This design comes from an exercise in tuning for a short achievable clock period and few clock cycles on the open sky130 flow, not from production work.
At most, simulation tests tie the RTL to the original design; equivalence was not proved.
For run 2, only the layout was checked, not whether the RTL still works.
No activity file was given, so power comes from the tool's default toggle rates.

$ cat flow/constraint.sdc
create_clock -name core_clock -period 8.5 [get_ports {i_clk}]
set_input_delay 1.7000 -clock core_clock [delete_from_list [all_inputs] [get_ports {i_clk}]]
set_output_delay 1.7000 -clock core_clock [all_outputs]
set_load 0.01 [all_outputs]
$ cat flow/config.mk
export PLATFORM = sky130hd
export DESIGN_NAME = rv_core
export DESIGN_NICKNAME = rv_core
export VERILOG_FILES = /design/flow/design.v
export SDC_FILE = /design/flow/constraint.sdc
export NUM_CORES = 4
export LEC_CHECK = 0
export ABC_CLOCK_PERIOD_IN_PS = 2500
export CAP_MARGIN = 20
export CORE_MARGIN = 2
export CORE_UTILIZATION = 40
export PLACE_DENSITY = 0.6
export SETUP_SLACK_MARGIN = 5
export SLEW_MARGIN = 20
$ cat flow/design.v
`timescale 1ns/10ps
module rv_add32 (
    input  logic [31:0] i_a,
    input  logic [31:0] i_b,
    input  logic        i_cin,
    output logic [31:0] o_sum,
    output logic        o_cout
);
    logic [31:0] p;
    logic [31:0] g [6];
    logic [31:0] t [6];
    assign p = i_a ^ i_b;
    always_comb begin
        g[0] = i_a & i_b;
        t[0] = p;
        g[0][0] = (i_a[0] & i_b[0]) | (p[0] & i_cin);
        for (int l = 0; l < 5; l++) begin
            for (int i = 0; i < 32; i++) begin
                if (i >= (1 << l)) begin
                    g[l+1][i] = g[l][i] | (t[l][i] & g[l][i - (1 << l)]);
                    t[l+1][i] = t[l][i] & t[l][i - (1 << l)];
                end else begin
                    g[l+1][i] = g[l][i];
                    t[l+1][i] = t[l][i];
                end
            end
        end
    end
    assign o_sum  = p ^ {g[5][30:0], i_cin};
    assign o_cout = g[5][31];
endmodule
module rv_cmp32 (
    input  logic [31:0] i_a,
    input  logic [31:0] i_b,
    output logic        o_eq,
    output logic        o_lt,
    output logic        o_ltu
);
    logic [31:0] l [6];
    logic [31:0] e [6];
    always_comb begin
        l[0] = ~i_a & i_b;
        e[0] = ~(i_a ^ i_b);
        for (int k = 1; k < 6; k++) begin
            l[k] = '0;
            e[k] = '0;
            for (int j = 0; j < (32 >> k); j++) begin
                l[k][j] = l[k-1][2*j+1] | (e[k-1][2*j+1] & l[k-1][2*j]);
                e[k][j] = e[k-1][2*j+1] & e[k-1][2*j];
            end
        end
    end
    assign o_eq  = e[5][0];
    assign o_ltu = l[5][0];
    assign o_lt  = (i_a[31] != i_b[31]) ? i_a[31] : l[5][0];
endmodule
`timescale 1ns/10ps
module rv_core (
    input  logic        i_clk,
    input  logic        i_reset,
    input  logic [31:0] i_imem_data,
    output logic [31:0] o_imem_addr,
    output logic        o_retire_valid,
    output logic [31:0] o_retire_pc,
    output logic [4:0]  o_retire_rd,
    output logic        o_retire_wen,
    output logic [31:0] o_retire_data
);
    localparam int BI = 5;                
    localparam int BN = 1 << BI;          
    localparam int TL = BI + 2;           
    localparam int RN = 4;                
    localparam logic [1:0] K_BR  = 2'd0;
    localparam logic [1:0] K_JAL = 2'd1;
    localparam logic [1:0] K_RET = 2'd2;
    localparam logic [1:0] K_IND = 2'd3;
    logic [31:0] f_pc;
    logic        d_valid;
    logic [31:0] d_pc;
    logic [31:0] d_ir;
    logic        d_hit;
    logic [1:0]  d_ctr;
    logic        d_ptaken;
    logic [31:0] d_ptarget;
    logic        d_is_br, d_is_jal, d_is_jalr, d_is_lui, d_is_auipc, d_known;
    logic        d_b_rs2;               
    logic        d_a_rs1;               
    logic        d_wen;
    logic [31:0] d_imm;                 
    logic [31:0] d_timm;                
    logic        d_op_add, d_op_sub, d_op_sll, d_op_srl, d_op_sra, d_op_slt;
    logic        d_op_sltu, d_op_xor, d_op_or, d_op_and, d_op_link;
    logic        d_sub;
    logic        e_valid;
    logic        e_known;
    logic [31:0] e_pc;
    logic [31:0] e_a;
    logic [31:0] e_b;
    logic        e_byp_a;
    logic        e_byp_b;
    logic [4:0]  e_rd;
    logic        e_wen;
    logic        e_op_add, e_op_sub, e_op_sll, e_op_srl, e_op_sra, e_op_slt;
    logic        e_op_sltu, e_op_xor, e_op_or, e_op_and, e_op_link;
    logic        e_sub;
    logic [31:0] e_bx;
    logic [31:0] e_pc4;
    logic        e_is_br;
    logic        e_is_jal;
    logic        e_is_jalr;
    logic        e_ret;
    logic [2:0]  e_f3;
    logic        e_ptaken;
    logic [31:0] e_ptarget;
    logic [31:0] e_stgt;
    logic [31:0] e_pmi;
    logic        e_pok;
    logic        e_hit;
    logic [1:0]  e_ctr;
    logic        w_valid;
    logic [31:0] w_pc;
    logic [4:0]  w_rd;
    logic        w_wen;
    logic [31:0] w_res;
    logic          w_bwe;
    logic [BI-1:0] w_bidx;
    logic          w_bv;
    logic [11-TL:0] w_btag;
    logic [9:0]    w_btgt;
    logic [1:0]    w_bk;
    logic [1:0]    w_bc;
    logic [31:0] rf [1:31];
    logic        rf_v [1:31];
    logic           btb_v   [BN];
    logic [11-TL:0] btb_tag [BN];
    logic [9:0]     btb_tgt [BN];
    logic [1:0]     btb_k   [BN];
    logic [1:0]     btb_c   [BN];
    logic [9:0] ras [RN];
    logic [31:0] ea;
    logic [31:0] eb;
    logic [31:0] e_sum;
    logic        e_lt;
    logic        e_ltu;
    logic        e_taken;
    logic [31:0] e_res;
    logic        e_jalr_ok;
    logic        e_tok;
    logic [31:0] e_jtgt;
    logic        e_redirect;
    assign ea = e_byp_a ? w_res : e_a;
    assign eb = e_byp_b ? w_res : e_b;
    logic [31:0] s00, s10, s01, s11;
    logic        eq00, lt00, ltu00, eq10, lt10, ltu10, eq01, lt01, ltu01;
    logic        t00, t10, t01, t11;
    rv_add32 u_a00 (.i_a(e_a),   .i_b(e_bx), .i_cin(e_sub), .o_sum(s00), .o_cout());
    rv_add32 u_a10 (.i_a(w_res), .i_b(e_bx), .i_cin(e_sub), .o_sum(s10), .o_cout());
    rv_add32 u_a01 (.i_a(e_a),   .i_b(e_sub ? ~w_res : w_res), .i_cin(e_sub), .o_sum(s01), .o_cout());
    assign s11 = e_sub ? 32'd0 : {w_res[30:0], 1'b0};
    rv_cmp32 u_c00 (.i_a(e_a),   .i_b(e_b),   .o_eq(eq00), .o_lt(lt00), .o_ltu(ltu00));
    rv_cmp32 u_c10 (.i_a(w_res), .i_b(e_b),   .o_eq(eq10), .o_lt(lt10), .o_ltu(ltu10));
    rv_cmp32 u_c01 (.i_a(e_a),   .i_b(w_res), .o_eq(eq01), .o_lt(lt01), .o_ltu(ltu01));
    function automatic logic br_taken(input logic [2:0] f3, input logic eq, input logic lt,
                                      input logic ltu);
        case (f3)
            3'b000:  br_taken = eq;
            3'b001:  br_taken = !eq;
            3'b100:  br_taken = lt;
            3'b101:  br_taken = !lt;
            3'b110:  br_taken = ltu;
            3'b111:  br_taken = !ltu;
            default: br_taken = 1'b0;
        endcase
    endfunction
    assign t00 = br_taken(e_f3, eq00, lt00, ltu00);
    assign t10 = br_taken(e_f3, eq10, lt10, ltu10);
    assign t01 = br_taken(e_f3, eq01, lt01, ltu01);
    assign t11 = br_taken(e_f3, 1'b1, 1'b0, 1'b0);
    always_comb begin
        case ({e_byp_a, e_byp_b})
            2'b00:   begin e_sum = s00; e_taken = t00; e_lt = lt00;  e_ltu = ltu00; end
            2'b10:   begin e_sum = s10; e_taken = t10; e_lt = lt10;  e_ltu = ltu10; end
            2'b01:   begin e_sum = s01; e_taken = t01; e_lt = lt01;  e_ltu = ltu01; end
            default: begin e_sum = s11; e_taken = t11; e_lt = 1'b0;  e_ltu = 1'b0;  end
        endcase
    end
    assign e_res = ({32{e_op_add | e_op_sub}} & e_sum)
                 | ({32{e_op_sll}}  & (ea << eb[4:0]))
                 | ({32{e_op_srl}}  & (ea >> eb[4:0]))
                 | ({32{e_op_sra}}  & 32'($signed(ea) >>> eb[4:0]))
                 | ({32{e_op_slt}}  & {31'd0, e_lt})
                 | ({32{e_op_sltu}} & {31'd0, e_ltu})
                 | ({32{e_op_xor}}  & (ea ^ eb))
                 | ({32{e_op_or}}   & (ea | eb))
                 | ({32{e_op_and}}  & (ea & eb))
                 | ({32{e_op_link}} & e_pc4);
    logic        e_ptok;
    assign e_jtgt     = {e_sum[31:1], 1'b0};
    assign e_jalr_ok  = e_pok && ea[31:1] == e_pmi[31:1];
    assign e_tok      = e_ptarget == e_stgt;
    assign e_ptok     = e_ptaken && e_tok;
    always_comb begin
        if (!e_valid)       e_redirect = 1'b0;
        else if (e_is_br)   e_redirect = e_taken ? !e_ptok : e_ptaken;
        else if (e_is_jalr) e_redirect = !e_jalr_ok;
        else if (e_is_jal)  e_redirect = !e_ptok;
        else                e_redirect = e_ptaken;
    end
    logic [BI-1:0] f_idx;
    logic          f_hit;
    logic          f_ptaken;
    logic [31:0]   f_ptarget;
    logic [31:0]   f_pc4;
    assign o_imem_addr = f_pc;
    assign f_idx     = f_pc[BI+1:2];
    assign f_hit     = btb_v[f_idx] && btb_tag[f_idx] == f_pc[11:TL];
    assign f_ptaken  = f_hit && (btb_k[f_idx] != K_BR || btb_c[f_idx][1]);
    assign f_ptarget = {f_pc[31:12], (btb_k[f_idx] == K_RET) ? ras[0] : btb_tgt[f_idx], 2'b00};
    assign f_pc4     = f_pc + 32'd4;
    logic [31:0] fi;
    logic [6:0]  f_op;
    logic [2:0]  f_f3;
    logic        f_alt;
    logic        f_is_op, f_is_opi, f_is_lui, f_is_auipc, f_is_jal, f_is_jalr, f_is_br, f_arith;
    assign fi    = i_imem_data;
    assign f_op  = fi[6:0];
    assign f_f3  = fi[14:12];
    assign f_alt = fi[30];
    assign f_is_op    = f_op == 7'b0110011;
    assign f_is_opi   = f_op == 7'b0010011;
    assign f_is_lui   = f_op == 7'b0110111;
    assign f_is_auipc = f_op == 7'b0010111;
    assign f_is_jal   = f_op == 7'b1101111;
    assign f_is_jalr  = f_op == 7'b1100111;
    assign f_is_br    = f_op == 7'b1100011;
    assign f_arith    = f_is_op || f_is_opi;
    logic [4:0]  d_rd;
    logic [4:0]  d_rs1;
    logic [4:0]  d_rs2;
    logic [31:0] d_rs1v, d_rs2v;
    logic [31:0] d_pc4;
    logic [31:0] d_tgt;
    logic        d_link_rd;
    logic        d_link_rs1;
    logic        d_call;
    logic        d_ret;
    logic        d_spred;
    logic [31:0] d_starget;
    logic        d_redirect;
    logic        d_pt;
    logic [31:0] d_ptg;
    logic [31:0] d_rastgt;
    assign d_rd   = d_ir[11:7];
    assign d_rs1  = d_ir[19:15];
    assign d_rs2  = d_ir[24:20];
    assign d_rs1v = (d_rs1 == 5'd0) ? 32'd0 :
                    (w_wen && w_rd == d_rs1) ? w_res :
                    rf_v[d_rs1] ? rf[d_rs1] : 32'd0;
    assign d_rs2v = (d_rs2 == 5'd0) ? 32'd0 :
                    (w_wen && w_rd == d_rs2) ? w_res :
                    rf_v[d_rs2] ? rf[d_rs2] : 32'd0;
    assign d_pc4    = d_pc + 32'd4;
    assign d_tgt    = d_pc + d_timm;
    assign d_rastgt = {d_pc[31:12], ras[0], 2'b00};
    assign d_link_rd  = d_rd == 5'd1 || d_rd == 5'd5;
    assign d_link_rs1 = d_rs1 == 5'd1 || d_rs1 == 5'd5;
    assign d_call     = (d_is_jal || d_is_jalr) && d_link_rd;
    assign d_ret      = d_is_jalr && d_link_rs1 && !(d_link_rd && d_rd == d_rs1);
    assign d_spred    = d_is_jal || (d_is_br && d_ir[31]) || d_ret;
    assign d_starget  = d_ret ? d_rastgt : d_tgt;
    assign d_redirect = d_valid && !d_hit && d_spred;
    assign d_pt       = d_hit ? d_ptaken : d_spred;
    assign d_ptg      = d_hit ? d_ptarget : d_starget;
    logic [31:0] f_nxt;      
    logic [31:0] f_brt;      
    logic [31:0] f_brn;      
    logic [31:0] f_next;
    assign f_nxt = d_redirect ? d_starget : f_ptaken ? f_ptarget : f_pc4;
    assign f_brt = e_ptok ? f_nxt : e_stgt;
    assign f_brn = e_ptaken ? e_pc4 : f_nxt;
    always_comb begin
        if (e_valid && e_is_br)        f_next = e_taken ? f_brt : f_brn;
        else if (e_valid && e_is_jalr) f_next = e_jalr_ok ? f_nxt : e_jtgt;
        else if (e_valid && e_is_jal)  f_next = f_brt;
        else if (e_valid && e_ptaken)  f_next = e_pc4;
        else                           f_next = f_nxt;
    end
    always_ff @(posedge i_clk, posedge i_reset) begin
        if (i_reset) begin
            f_pc    <= 32'd0;
            d_valid <= 1'b0;
        end else begin
            f_pc <= f_next;
            d_valid <= !(e_redirect || d_redirect);
        end
    end
    always_ff @(posedge i_clk) begin
        d_pc      <= f_pc;
        d_ir      <= fi;
        d_hit     <= f_hit;
        d_ctr     <= btb_c[f_idx];
        d_ptaken  <= f_ptaken;
        d_ptarget <= f_ptarget;
        d_is_br    <= f_is_br;
        d_is_jal   <= f_is_jal;
        d_is_jalr  <= f_is_jalr;
        d_is_lui   <= f_is_lui;
        d_is_auipc <= f_is_auipc;
        d_known    <= f_arith || f_is_lui || f_is_auipc || f_is_jal || f_is_jalr || f_is_br;
        d_b_rs2    <= f_is_op || f_is_br;
        d_a_rs1    <= !(f_is_lui || f_is_auipc);
        d_wen      <= !f_is_br && fi[11:7] != 5'd0;
        d_imm      <= (f_is_lui || f_is_auipc) ? {fi[31:12], 12'b0} : {{20{fi[31]}}, fi[31:20]};
        d_timm     <= f_is_jal ? {{11{fi[31]}}, fi[31], fi[19:12], fi[20], fi[30:21], 1'b0}
                               : {{19{fi[31]}}, fi[31], fi[7], fi[30:25], fi[11:8], 1'b0};
        d_op_add  <= f_is_lui || f_is_auipc || (f_arith && f_f3 == 3'b000 && !(f_is_op && f_alt));
        d_op_sub  <= f_is_op && f_f3 == 3'b000 && f_alt;
        d_op_sll  <= f_arith && f_f3 == 3'b001;
        d_op_slt  <= f_arith && f_f3 == 3'b010;
        d_op_sltu <= f_arith && f_f3 == 3'b011;
        d_op_xor  <= f_arith && f_f3 == 3'b100;
        d_op_srl  <= f_arith && f_f3 == 3'b101 && !f_alt;
        d_op_sra  <= f_arith && f_f3 == 3'b101 && f_alt;
        d_op_or   <= f_arith && f_f3 == 3'b110;
        d_op_and  <= f_arith && f_f3 == 3'b111;
        d_op_link <= f_is_jal || f_is_jalr;
        d_sub     <= f_is_op && f_f3 == 3'b000 && f_alt;
    end
    always_ff @(posedge i_clk, posedge i_reset) begin
        if (i_reset) begin
            for (int i = 0; i < RN; i++) ras[i] <= 10'd0;
        end else if (d_valid) begin
            if (d_call && !d_ret) begin
                ras[0] <= d_pc4[11:2];
                for (int i = 1; i < RN; i++) ras[i] <= ras[i-1];
            end else if (d_call && d_ret) begin
                ras[0] <= d_pc4[11:2];
            end else if (d_ret) begin
                for (int i = 0; i < RN - 1; i++) ras[i] <= ras[i+1];
            end
        end
    end
    always_ff @(posedge i_clk, posedge i_reset) begin
        if (i_reset) begin
            e_valid <= 1'b0;
            e_known <= 1'b0;
            e_wen   <= 1'b0;
        end else begin
            e_valid <= d_valid && !e_redirect;
            e_known <= d_valid && d_known && !e_redirect;
            e_wen   <= d_valid && d_known && !e_redirect && d_wen;
        end
    end
    always_ff @(posedge i_clk) begin
        e_pc      <= d_pc;
        e_pc4     <= d_pc4;
        e_rd      <= d_rd;
        e_f3      <= d_ir[14:12];
        e_is_br   <= d_is_br;
        e_is_jal  <= d_is_jal;
        e_is_jalr <= d_is_jalr;
        e_ret     <= d_ret;
        e_ptaken  <= d_pt;
        e_ptarget <= d_ptg;
        e_stgt    <= d_tgt;
        e_pmi     <= (d_hit ? d_ptarget : d_rastgt) - d_imm;
        e_pok     <= d_pt && !d_imm[0];
        e_hit     <= d_hit;
        e_ctr     <= d_ctr;
        e_a <= d_is_auipc ? d_pc : d_is_lui ? 32'd0 : d_rs1v;
        e_b <= d_b_rs2 ? d_rs2v : d_imm;
        e_bx <= d_sub ? ~(d_b_rs2 ? d_rs2v : d_imm) : (d_b_rs2 ? d_rs2v : d_imm);
        e_byp_a <= e_wen && e_rd == d_rs1 && d_a_rs1;
        e_byp_b <= e_wen && e_rd == d_rs2 && d_b_rs2;
        e_op_add  <= d_op_add;
        e_op_sub  <= d_op_sub;
        e_op_sll  <= d_op_sll;
        e_op_slt  <= d_op_slt;
        e_op_sltu <= d_op_sltu;
        e_op_xor  <= d_op_xor;
        e_op_srl  <= d_op_srl;
        e_op_sra  <= d_op_sra;
        e_op_or   <= d_op_or;
        e_op_and  <= d_op_and;
        e_op_link <= d_op_link;
        e_sub     <= d_sub;
    end
    logic       e_ctl;
    logic [1:0] e_newc;
    assign e_ctl  = e_is_br || e_is_jal || e_is_jalr;
    always_comb begin
        if (!e_hit)                    e_newc = 2'b11;
        else if (e_taken)              e_newc = (e_ctr == 2'b11) ? 2'b11 : e_ctr + 2'd1;
        else                           e_newc = (e_ctr == 2'b00) ? 2'b00 : e_ctr - 2'd1;
    end
    always_ff @(posedge i_clk, posedge i_reset) begin
        if (i_reset) begin
            w_valid <= 1'b0;
            w_wen   <= 1'b0;
            w_bwe   <= 1'b0;
        end else begin
            w_valid <= e_known;
            w_wen   <= e_wen;
            w_bwe   <= e_valid && (e_ctl ? (!e_is_br || e_taken || e_hit) : e_hit);
        end
    end
    always_ff @(posedge i_clk) begin
        w_pc   <= e_pc;
        w_rd   <= e_rd;
        w_res  <= e_res;
        w_bidx <= e_pc[BI+1:2];
        w_bv   <= e_ctl;
        w_btag <= e_pc[11:TL];
        w_btgt <= e_is_jalr ? e_jtgt[11:2] : e_stgt[11:2];
        w_bk   <= e_is_br ? K_BR : e_is_jal ? K_JAL : e_ret ? K_RET : K_IND;
        w_bc   <= e_is_br ? e_newc : 2'b11;
    end
    always_ff @(posedge i_clk, posedge i_reset) begin
        if (i_reset) begin
            for (int i = 1; i < 32; i++) rf_v[i] <= 1'b0;
        end else if (w_wen) begin
            rf_v[w_rd] <= 1'b1;
        end
    end
    always_ff @(posedge i_clk) begin
        if (w_wen) begin
            rf[w_rd] <= w_res;
        end
    end
    always_ff @(posedge i_clk, posedge i_reset) begin
        if (i_reset) begin
            for (int i = 0; i < BN; i++) btb_v[i] <= 1'b0;
        end else if (w_bwe) begin
            btb_v[w_bidx] <= w_bv;
        end
    end
    always_ff @(posedge i_clk) begin
        if (w_bwe) begin
            btb_tag[w_bidx] <= w_btag;
            btb_tgt[w_bidx] <= w_btgt;
            btb_k[w_bidx]   <= w_bk;
            btb_c[w_bidx]   <= w_bc;
        end
    end
    always_ff @(posedge i_clk, posedge i_reset) begin
        if (i_reset) begin
            o_retire_valid <= 1'b0;
        end else begin
            o_retire_valid <= w_valid;
        end
    end
    always_ff @(posedge i_clk) begin
        o_retire_pc   <= w_pc;
        o_retire_rd   <= w_rd;
        o_retire_wen  <= w_wen;
        o_retire_data <= w_wen ? w_res : 32'd0;
    end
endmodule
$ cat flow/run.sh
#!/bin/bash
# synth_recipe.tcl (not shown) runs the flow's synth.tcl, then flattens the netlist and writes it again
# the make line also repeats each setting of config.mk as NAME=value (left out here)
make -C /OpenROAD-flow-scripts/flow DESIGN_CONFIG=/design/flow/config.mk WORK_HOME=/design/flow/orfs CLKGATE_MAP_FILE= SYNTH_SCRIPT=/design/flow/synth_recipe.tcl finish
==> results of run 1 <==
-- path summary, 6_finish.rpt --
kind | from | end | slack [ns] | cells after the start
hold / removal | w_pc[13] | o_retire_pc[13] | 0.32 | 0
setup reg to reg | f_pc[6] | f_pc[4] | 4.31 | 16
max in group asynchronous | i_reset | f_pc[9] | 5.66 | 3
min in group asynchronous | i_reset | btb_v[23] | 1.28 | 2
hold reg to reg | w_pc[13] | o_retire_pc[13] | 0.32 | 0
setup / recovery | f_pc[6] | f_pc[4] | 4.31 | 16
-- per-layer routing --
layer | vias to the layer above | GRT usage | wire length, microns
met4 | 10 | 0.168 | 29500
met2 | 4699 | 0.448 | 193000
met1 | 40600 | 0.397 | 169000
met5 | - | 0 | 58
li1 | 32700 | - | -
met3 | 1133 | 0.0587 | 42400
-- critical path, delay by kind of cell (launching register included) --
kind / cells / cell delay, ns
flops: 1 / 0.41
mux: 3 / 0.69
simple gates: 6 / 1.69
compound gates: 2 / 0.39
buf+inv: 5 / 0.86
-- kinds of logic (layout without fill, tap and decap cells) --
kind of cell | after synthesis | after routing | share of synthesized area
AOI/OAI and AO/OA | 1527 | 1528 | 0.0879
xor gates and xnor gates | 283 | 283 | 0.0221
adders and majority gates | 358 | 358 | 0.0403
buffers and inverters | 779 | 1499 | 0.0291
DFF | 2314 | 2314 | 0.561
muxes | 1200 | 1200 | 0.190
other | 0 | 18 | 0
and+or+nand+nor | 1669 | 1671 | 0.0688
-- state kept, by name (all words and copies together) (netlist names), 32 cells and up --
register / count
o_retire_data: 32
ras: 40
e_bx: 32
btb_v: 32
f_pc: 32
o_retire_pc: 32
e_b: 32
btb_c: 64
btb_tgt: 320
e_stgt: 32
e_a: 32
btb_tag: 160
btb_k: 64
rf: 992
e_ptarget: 32
w_res: 32
-- layout by cell type (no fill, tap or decap), types with 46 or more instances in the layout --
cell           netlist  routed
a22oi_1             58      46
nand4_1             51      51
dfxtp_4              0      68
clkbuf_1           311      56
clkbuf_16            0     255
a21oi_1            398     356
nand2_1            559     547
edfxtp_1          1600    1600
ha_1               351     304
buf_12               5      61
mux4_2             734     734
buf_6               14      62
nor2_4               1      48
a31oi_1             55      46
clkinv_2             0      52
o211ai_1            70      70
inv_1              278     259
a22o_1              50      49
dfxtp_2              0      47
dfxtp_1            571     456
buf_4               31     406
o22ai_1             64      57
dlygate4sd2_1        0      84
mux2i_1            347     310
and2_1              60      57
dfrtp_1            143     110
xor2_1              91      89
nand3_1            130     120
a21o_1             106     105
nor3_1              84      64
mux2_2             114      94
o21ai_0            349     273
nor2_1             490     401
xnor2_1            191     175
-- power by group --
| group | total [uW] | switching, uW | internal, uW | leakage (uW) |
|---|---|---|---|---|
| combinational | 9380 | 5420 | 3960 | 0.0237 |
| clock | 10700 | 4690 | 5980 | 0.00386 |
| sequential | 14400 | 1190 | 13200 | 0.0209 |
-- area by class of cell --
type | count | area, sq um | area share
flip-flops and latches | 2314 | 63400 | 0.470
inverters | 285 | 1120 | 0.00829
well taps | 3724 | 4660 | 0.0346
clock inverters | 138 | 1220 | 0.00905
multi-input cells | 5040 | 49400 | 0.367
repair buffers | 751 | 8260 | 0.0612
repair inverters | 1 | 7.51 | 0.0000557
diodes | 18 | 45.0 | 0.000334
clock buffers | 324 | 6680 | 0.0496
-- through the flow --
step / setup slack, ns / instance area (sq um) / utilization / instances
5_1_grt: 4.25 / 135000 / 0.482 / 12600
4_1_cts: 4.32 / 133000 / 0.475 / 12500
3_3_place_gp: 2.92 / 119000 / 0.425 / 11700
2_1_floorplan: 4.11 / 113000 / - / 8130
3_5_place_dp: 2.92 / 119000 / 0.425 / 11700
6_report: 4.31 / 135000 / 0.483 / 12600
-- timing repair --
| action | 4_1_cts | 5_1_grt |
|---|---|---|
| gates resized for setup | 701 | 277 |
| buffers inserted | 294 | 83 |
| gates cloned | 28 | 7 |
| setup endpoints to repair | 609 | 127 |
| pin swaps | 118 | 124 |
==> summary.txt, run 1 <==
Max Cap Viol: 0
total power: 34400 uW
clock buffer count from CTS: 245
Peak VDD IR: 0.210 mV
fin nets: 9029
EDFF count, synth: 1600
cell area after synthesis: 112000 sq um
crit path DAT: 4.99 ns
slowest stage cell, crit path: or3_4
Tot GR Track Use: 0.296
pwr/cell area: 255 nW/um^2
# setup viols final: 0
CP Class: flop to flop
clk buf depth: 4
hold_buf cts: 0
Clock Root Buffer: clkbuf_16
cell row count: 194
drt first pass iters: 8
GPL Wtd Cong: 0.991
register bit total from synthesis: 2314
die area: 285000 sq um
grt ovf: 0
CP Cell Sequence: buf_12, clkinvlp_4, buf_6, nor2_1, nand3_1, nand4_1, nor2_1, and2_4, or3_4, inv_12, buf_4, mux2_4, mux2i_4, mux2i_1, a211oi_2, a221oi_2
RSZ-0062 raised after global routing: yes
initial antenna violation count: 33
largest net degree at the start of global routing: 75
crit start category: flop
post-synthesis sequential area ratio: 0.561
Yosys top cell by area: edfxtp_1
Area contributors post-synth: edfxtp_1, mux4_2, dfxtp_1
post-synthesis cell count: 8130
Post-DRT Antenna Nets: 0
vias in the first global route: 76.9k
CP required: 9.29 ns
final wirelength: 434000 microns
fin crit period: 4.19 ns
Slew Limit Headroom: 0.213
Post-synth ARST share: 0.0618
post-DR wirelength/cell: 34.5 microns
Via density: 6.28
most common flop cell mapped by yosys: edfxtp_1
# DRC: 0
Yosys top cell area share: 0.428
Placeable Area: 279000 sq um
synth warn: 10
most frequent cells after synthesis: edfxtp_1, mux4_2, dfxtp_1, nand2_1, nor2_1
placed wire-length estimate: 262000 microns
most numerous cell in the Yosys netlist: edfxtp_1
Worst Setup End Kind: flop
Hold Vio Cnt, Final: 0
Die Y: 534 microns
slowest stage delay, CP: 0.46 ns
share of cells above drive strength 1: 0.290
Yosys cell types: 106
first-pass GRT wire length: 597000 microns
Critical Path Fanout Max: 16
Worst Tran Pin Value: 1.17 ns
Syn-to-layout area delta: 20.1%
Max Clk Rate: 238 MHz
Final TNS setup: 0 ns
clock latency (worst-skew pair): 0.96 ns
Die Wd: 534 microns
Starting DRT DRC Count: 10.7k
IO Port Bufs: 136
Worst Hold Slack: 0.324 ns
run status: complete, no violations
Final period util: 0.493
Min-Delay Path Class: flop to flop
H-tree depth: 4
leak pwr: 0.0484 uW
clock sink count: 2314
syn_nets: 8521
Initial Util: 0.402
Clock Skew: 0.0946 ns
Clk pin slew, worst setup/hold paths: 0.07 ns
Pins Over Slew Limit: 0
# fillers: 23.8k
# IOs: 137
Top cell by count, worst path: nor2_1
CTS tree: done
Via Count: 79.1k
Syn Area/Cell: 13.8 sq um
Testbench counts, summed over its fixed seeds: cycles 20,002.
==> run 2: changes to the inputs <==
--- a/flow/design.v
+++ b/flow/design.v
@@ -1,58 +1,2 @@
 `timescale 1ns/10ps
-module rv_add32 (
-    input  logic [31:0] i_a,
-    input  logic [31:0] i_b,
-    input  logic        i_cin,
-    output logic [31:0] o_sum,
-    output logic        o_cout
-);
-    logic [31:0] p;
-    logic [31:0] g [6];
-    logic [31:0] t [6];
-    assign p = i_a ^ i_b;
-    always_comb begin
-        g[0] = i_a & i_b;
-        t[0] = p;
-        g[0][0] = (i_a[0] & i_b[0]) | (p[0] & i_cin);
-        for (int l = 0; l < 5; l++) begin
-            for (int i = 0; i < 32; i++) begin
-                if (i >= (1 << l)) begin
-                    g[l+1][i] = g[l][i] | (t[l][i] & g[l][i - (1 << l)]);
-                    t[l+1][i] = t[l][i] & t[l][i - (1 << l)];
-                end else begin
-                    g[l+1][i] = g[l][i];
-                    t[l+1][i] = t[l][i];
-                end
-            end
-        end
-    end
-    assign o_sum  = p ^ {g[5][30:0], i_cin};
-    assign o_cout = g[5][31];
-endmodule
-module rv_cmp32 (
-    input  logic [31:0] i_a,
-    input  logic [31:0] i_b,
-    output logic        o_eq,
-    output logic        o_lt,
-    output logic        o_ltu
-);
-    logic [31:0] l [6];
-    logic [31:0] e [6];
-    always_comb begin
-        l[0] = ~i_a & i_b;
-        e[0] = ~(i_a ^ i_b);
-        for (int k = 1; k < 6; k++) begin
-            l[k] = '0;
-            e[k] = '0;
-            for (int j = 0; j < (32 >> k); j++) begin
-                l[k][j] = l[k-1][2*j+1] | (e[k-1][2*j+1] & l[k-1][2*j]);
-                e[k][j] = e[k-1][2*j+1] & e[k-1][2*j];
-            end
-        end
-    end
-    assign o_eq  = e[5][0];
-    assign o_ltu = l[5][0];
-    assign o_lt  = (i_a[31] != i_b[31]) ? i_a[31] : l[5][0];
-endmodule
-`timescale 1ns/10ps
 module rv_core (
@@ -92,3 +36,2 @@
     logic        d_op_sltu, d_op_xor, d_op_or, d_op_and, d_op_link;
-    logic        d_sub;
     logic        e_valid;
@@ -104,4 +47,2 @@
     logic        e_op_sltu, e_op_xor, e_op_or, e_op_and, e_op_link;
-    logic        e_sub;
-    logic [31:0] e_bx;
     logic [31:0] e_pc4;
@@ -142,2 +83,3 @@
     logic [31:0] e_sum;
+    logic        e_eq;
     logic        e_lt;
@@ -149,37 +91,21 @@
     logic [31:0] e_jtgt;
+    logic        e_mis_jtgt;
+    logic        e_mis_stgt;
+    logic        e_mis_pc4;
     logic        e_redirect;
-    assign ea = e_byp_a ? w_res : e_a;
-    assign eb = e_byp_b ? w_res : e_b;
-    logic [31:0] s00, s10, s01, s11;
-    logic        eq00, lt00, ltu00, eq10, lt10, ltu10, eq01, lt01, ltu01;
-    logic        t00, t10, t01, t11;
-    rv_add32 u_a00 (.i_a(e_a),   .i_b(e_bx), .i_cin(e_sub), .o_sum(s00), .o_cout());
-    rv_add32 u_a10 (.i_a(w_res), .i_b(e_bx), .i_cin(e_sub), .o_sum(s10), .o_cout());
-    rv_add32 u_a01 (.i_a(e_a),   .i_b(e_sub ? ~w_res : w_res), .i_cin(e_sub), .o_sum(s01), .o_cout());
-    assign s11 = e_sub ? 32'd0 : {w_res[30:0], 1'b0};
-    rv_cmp32 u_c00 (.i_a(e_a),   .i_b(e_b),   .o_eq(eq00), .o_lt(lt00), .o_ltu(ltu00));
-    rv_cmp32 u_c10 (.i_a(w_res), .i_b(e_b),   .o_eq(eq10), .o_lt(lt10), .o_ltu(ltu10));
-    rv_cmp32 u_c01 (.i_a(e_a),   .i_b(w_res), .o_eq(eq01), .o_lt(lt01), .o_ltu(ltu01));
-    function automatic logic br_taken(input logic [2:0] f3, input logic eq, input logic lt,
-                                      input logic ltu);
-        case (f3)
-            3'b000:  br_taken = eq;
-            3'b001:  br_taken = !eq;
-            3'b100:  br_taken = lt;
-            3'b101:  br_taken = !lt;
-            3'b110:  br_taken = ltu;
-            3'b111:  br_taken = !ltu;
-            default: br_taken = 1'b0;
-        endcase
-    endfunction
-    assign t00 = br_taken(e_f3, eq00, lt00, ltu00);
-    assign t10 = br_taken(e_f3, eq10, lt10, ltu10);
-    assign t01 = br_taken(e_f3, eq01, lt01, ltu01);
-    assign t11 = br_taken(e_f3, 1'b1, 1'b0, 1'b0);
+    assign ea    = e_byp_a ? w_res : e_a;
+    assign eb    = e_byp_b ? w_res : e_b;
+    assign e_sum = ea + (e_op_sub ? ~eb : eb) + {31'd0, e_op_sub};
+    assign e_eq  = ea == eb;
+    assign e_lt  = $signed(ea) < $signed(eb);
+    assign e_ltu = ea < eb;
     always_comb begin
-        case ({e_byp_a, e_byp_b})
-            2'b00:   begin e_sum = s00; e_taken = t00; e_lt = lt00;  e_ltu = ltu00; end
-            2'b10:   begin e_sum = s10; e_taken = t10; e_lt = lt10;  e_ltu = ltu10; end
-            2'b01:   begin e_sum = s01; e_taken = t01; e_lt = lt01;  e_ltu = ltu01; end
-            default: begin e_sum = s11; e_taken = t11; e_lt = 1'b0;  e_ltu = 1'b0;  end
+        case (e_f3)
+            3'b000:  e_taken = e_eq;
+            3'b001:  e_taken = !e_eq;
+            3'b100:  e_taken = e_lt;
+            3'b101:  e_taken = !e_lt;
+            3'b110:  e_taken = e_ltu;
+            3'b111:  e_taken = !e_ltu;
+            default: e_taken = 1'b0;
         endcase
@@ -196,3 +122,2 @@
                  | ({32{e_op_link}} & e_pc4);
-    logic        e_ptok;
     assign e_jtgt     = {e_sum[31:1], 1'b0};
@@ -200,10 +125,6 @@
     assign e_tok      = e_ptarget == e_stgt;
-    assign e_ptok     = e_ptaken && e_tok;
-    always_comb begin
-        if (!e_valid)       e_redirect = 1'b0;
-        else if (e_is_br)   e_redirect = e_taken ? !e_ptok : e_ptaken;
-        else if (e_is_jalr) e_redirect = !e_jalr_ok;
-        else if (e_is_jal)  e_redirect = !e_ptok;
-        else                e_redirect = e_ptaken;
-    end
+    assign e_mis_jtgt = e_valid && e_is_jalr && !e_jalr_ok;
+    assign e_mis_stgt = e_valid && (e_is_jal || (e_is_br && e_taken)) && !(e_ptaken && e_tok);
+    assign e_mis_pc4  = e_valid && e_ptaken && !e_is_jal && !e_is_jalr && !(e_is_br && e_taken);
+    assign e_redirect = e_mis_jtgt || e_mis_stgt || e_mis_pc4;
     logic [BI-1:0] f_idx;
@@ -273,16 +194,2 @@
     assign d_ptg      = d_hit ? d_ptarget : d_starget;
-    logic [31:0] f_nxt;      
-    logic [31:0] f_brt;      
-    logic [31:0] f_brn;      
-    logic [31:0] f_next;
-    assign f_nxt = d_redirect ? d_starget : f_ptaken ? f_ptarget : f_pc4;
-    assign f_brt = e_ptok ? f_nxt : e_stgt;
-    assign f_brn = e_ptaken ? e_pc4 : f_nxt;
-    always_comb begin
-        if (e_valid && e_is_br)        f_next = e_taken ? f_brt : f_brn;
-        else if (e_valid && e_is_jalr) f_next = e_jalr_ok ? f_nxt : e_jtgt;
-        else if (e_valid && e_is_jal)  f_next = f_brt;
-        else if (e_valid && e_ptaken)  f_next = e_pc4;
-        else                           f_next = f_nxt;
-    end
     always_ff @(posedge i_clk, posedge i_reset) begin
@@ -292,3 +199,8 @@
         end else begin
-            f_pc <= f_next;
+            if (e_mis_jtgt)      f_pc <= e_jtgt;
+            else if (e_mis_stgt) f_pc <= e_stgt;
+            else if (e_mis_pc4)  f_pc <= e_pc4;
+            else if (d_redirect) f_pc <= d_starget;
+            else if (f_ptaken)   f_pc <= f_ptarget;
+            else                 f_pc <= f_pc4;
             d_valid <= !(e_redirect || d_redirect);
@@ -326,3 +238,2 @@
         d_op_link <= f_is_jal || f_is_jalr;
-        d_sub     <= f_is_op && f_f3 == 3'b000 && f_alt;
     end
@@ -371,3 +282,2 @@
         e_b <= d_b_rs2 ? d_rs2v : d_imm;
-        e_bx <= d_sub ? ~(d_b_rs2 ? d_rs2v : d_imm) : (d_b_rs2 ? d_rs2v : d_imm);
         e_byp_a <= e_wen && e_rd == d_rs1 && d_a_rs1;
@@ -385,3 +295,2 @@
         e_op_link <= d_op_link;
-        e_sub     <= d_sub;
     end
==> summary.txt, run 2 <==
# fillers: 21.9k (was 23.8k)
Worst Hold Slack: 0.262 ns (was 0.324 ns)
Seq pwr share: 0.432 (was 0.418)
Clock Root Buffer: clkbuf_16 (unchanged)
# DRC: 0 (unchanged)
clock buffer count from CTS: 232 (was 245)
most common flop cell mapped by yosys: edfxtp_1 (unchanged)
Final TNS setup: 0 ns (unchanged)
biggest regs: rf (992), btb_tgt (320), btb_tag (160) (unchanged)
leak pwr: 0.0433 uW (was 0.0484 uW)
Starting DRT DRC Count: 8595 (was 10.7k)
Syn-to-layout area delta: 19.7% (was 20.1%)
commonest non-fill, non-tap cell in the layout: edfxtp_1 (unchanged)
synth warn: 4 (was 10)
fin nets: 7595 (was 9029)
most frequent cells after synthesis: edfxtp_1, mux4_2, dfxtp_1, nand2_1, nor2_1 (unchanged)
Int Power: 22700 uW (was 23100 uW)
most numerous cell in the Yosys netlist: edfxtp_1 (unchanged)
Die Wd: 513 microns (was 534 microns)
Clk pin slew, worst setup/hold paths: 0.06 ns (was 0.07 ns)
Sw Pwr: 10500 uW (was 11300 uW)
Final period util: 0.511 (was 0.493)
Pins Over Slew Limit: 0 (unchanged)
crit start category: flop (unchanged)
post-synthesis sequential area ratio: 0.602 (was 0.561)
largest net degree at the start of global routing: 121 (was 75)
Tot GR Track Use: 0.272 (was 0.296)
first-pass GRT wire length: 510000 microns (was 597000 microns)
Peak VDD IR: 0.251 mV (was 0.210 mV)
final instance area: 124000 sq um (was 135000 sq um)
Post-DP Area: 110000 sq um (was 119000 sq um)
placed wire-length estimate: 228000 microns (was 262000 microns)
fin crit period: 4.35 ns (was 4.19 ns)
pwr/cell area: 268 nW/um^2 (was 255 nW/um^2)
Yosys top cell area share: 0.463 (was 0.428)
GPL Wtd Cong: 1.01 (was 0.991)
Post-synth ARST share: 0.0627 (was 0.0618)
Min-Delay Path Class: flop to flop (unchanged)
Max Clk Rate: 230 MHz (was 238 MHz)
drt first pass iters: 6 (was 8)
Clock Skew: 0.0868 ns (was 0.0946 ns)
Biggest register: rf (unchanged)
share of cells above drive strength 1: 0.294 (was 0.290)
syn_nets: 7192 (was 8521)
final wirelength: 367000 microns (was 434000 microns)
cell row count: 186 (was 194)
Yosys cell types: 95 (was 106)
Post-Route Utilization: 0.482 (was 0.483)
grt ovf: 0 (unchanged)
cell area after synthesis: 104000 sq um (was 112000 sq um)
die area: 263000 sq um (was 285000 sq um)
switch share: 0.316 (was 0.328)
Yosys top cell by area: edfxtp_1 (unchanged)
run status: complete, no violations (unchanged)
clock sink count: 2282 (was 2314)
CP Class: flop to flop (unchanged)
Slew Limit Headroom: 0.259 (was 0.213)
Die Y: 513 microns (was 534 microns)
# setup viols final: 0 (unchanged)
Critical Path Fanout Max: 7 (was 16)
Post-DRT Antenna Nets: 0 (unchanged)
CP required: 9.29 ns (about the same)
clk buf depth: 3 (was 4)
EDFF count, synth: 1600 (unchanged)
Via Count: 67.8k (was 79.1k)
most frequent cells in the layout: edfxtp_1, mux4_2, dfxtp_1 (was edfxtp_1, mux4_2, nand2_1)
Inst Count DP: 10.2k (was 11.7k)
Worst Tran Pin Value: 1.11 ns (was 1.17 ns)
Gate power share: 0.247 (was 0.273)
Initial Util: 0.403 (was 0.402)
clock latency (worst-skew pair): 0.92 ns (was 0.96 ns)
crit path DAT: 5.13 ns (was 4.99 ns)
Placeable Area: 257000 sq um (was 279000 sq um)
RSZ-0062 raised after global routing: yes (unchanged)
Clk pwr share: 0.321 (was 0.310)
Max Cap Viol: 0 (unchanged)
vias in the first global route: 66.7k (was 76.9k)
H-tree depth: 4 (unchanged)
Via density: 6.18 (was 6.28)
Area contributors post-synth: edfxtp_1, mux4_2, dfxtp_1 (unchanged)
initial antenna violation count: 13 (was 33)
# IOs: 137 (unchanged)
Hold Vio Cnt, Final: 0 (unchanged)
Worst Setup End Kind: flop (unchanged)
hold_buf cts: 0 (unchanged)
register bit total from synthesis: 2282 (was 2314)
CTS tree: done (unchanged)
Syn Area/Cell: 14.9 sq um (was 13.8 sq um)
max reg flops: 992 (unchanged)
Non-Filler Instances: 11.0k (was 12.6k)
IO Port Bufs: 136 (unchanged)
post-DR wirelength/cell: 33.5 microns (was 34.5 microns)
post-synthesis cell count: 6959 (was 8130)
[run 2: timing repair]
| item | 4_1_cts | 5_1_grt |
|---|---|---|
| endpoints found under the hold margin | 0 | 0 |
| endpoints found under the setup margin | 431 | 201 |
| setup buffers | 183 | 76 |
| resized for setup | 542 | 227 |
| cloned | 26 | 10 |
| pin swaps | 87 | 70 |
[run 2: cells by family (layout without fill, tap and decap cells)]
logic type,Yosys count,after routing,share of synthesized area
AO/OA/AOI/OAI,1126,1128,0.0697
XOR/XNOR,259,259,0.0219
AND/OR/NAND/NOR,1322,1327,0.0595
buffers and inverters,626,1229,0.0247
multiplexers,1144,1144,0.198
other,0,13,0
flip-flops,2282,2282,0.602
adder cells (fa/ha/maj),200,200,0.0243
[run 2: metrics by stage]
step | worst slack [ns] | total power [uW]
after global placement | 1.80 | 21500
after CTS | 4.28 | 33000
after detailed placement | 2.01 | 21600
final | 4.15 | 33200
after floorplan | 4.43 | 18600
after global routing | 4.12 | 34300
[run 2: cell type report]
class / instances / area (sq um) / area share
Antenna cell: 13 / 32.5 / 0.000262
Timing Repair Buffer: 616 / 6840 / 0.0551
Inverter: 172 / 662 / 0.00533
Clock buffer: 289 / 6290 / 0.0507
Tap cell: 3384 / 4230 / 0.0341
Clock inverter: 152 / 1710 / 0.0138
Sequential cell: 2282 / 62600 / 0.504
Multi-Input combinational cell: 4058 / 41700 / 0.336
[run 2: power by group through the flow]
stage	combinational, uW	sequential (uW)	clock, uW
4_1_cts	7860	14400	10800
5_1_grt	8640	14400	11200
3_5_place_dp	6820	14700	0
2_1_floorplan	4610	14000	0
6_report	8220	14400	10700
3_3_place_gp	6790	14700	0
[run 2: final timing paths]
kind | to | cells past startpoint | from | slack [ns]
worst min-delay path | w_pc[13] | 0 | e_pc[13] | 0.26
worst min register to register | w_pc[13] | 0 | e_pc[13] | 0.26
worst max register to register | f_pc[31] | 17 | e_byp_b | 4.15
min in group asynchronous | ras[3][8] | 2 | i_reset | 1.35
max in group asynchronous | w_wen | 3 | i_reset | 5.58
worst max-delay path | f_pc[31] | 17 | e_byp_b | 4.15
[run 2: routing by layer]
metal / vias to the layer above / wire, microns / part of all wire / track usage
li1: 28100 / - / - / -
met1: 35400 / 148000 / 0.40 / 0.375
met2: 3503 / 164000 / 0.45 / 0.411
met3: 778 / 31000 / 0.084 / 0.0439
met4: 2 / 23900 / 0.065 / 0.152
met5: - / 13 / 0.000035 / 0
[run 2: worst max-delay path, stage by stage, from the launching register on]
cell       delay (ns)
dfxtp_4          0.42
buf_12           0.14
buf_16           0.15
mux2i_4          0.27
ha_4             0.24
or4_4            0.58
nor4b_4          0.33
and4_4           0.32
nand2_4          0.06
xnor2_2          0.15
a41o_1           0.21
o211ai_1         0.30
clkbuf_16        0.22
buf_12           0.14
and2_4           0.27
buf_6            0.14
a31oi_1          0.08
a211o_1          0.23

## separate check: timing with driven ports
The flow's constraints put no driver on any port. The routed layouts listed below were extracted and timed again, unchanged, in two steps.
Step 1 sets driving cells, clkbuf_16 on the clock port and buf_2 on the other inputs (assumed; they add their load-dependent delay and slew).
Step 2 adds t to the input delays and takes it off the output delays; t is the mean of the earliest and latest rising clock arrival at the registers after step 1. Input paths then give back, and output paths get back, about the clock's delay inside the block.
a / b / c = ideal / step 1 / step 2; a / b = the first two.
| run | t (ns) | setup slack, ns | worst hold slack (ns) |
|---|---|---|---|
| run 1 | 0.994 | 4.306 / 4.306 / 4.306 | 0.324 / 0.324 / 0.324 |
| run 2 | 0.960 | 4.153 / 4.153 / 4.153 | 0.262 / 0.262 / 0.262 |
After both steps setup and hold are still met in every run listed.
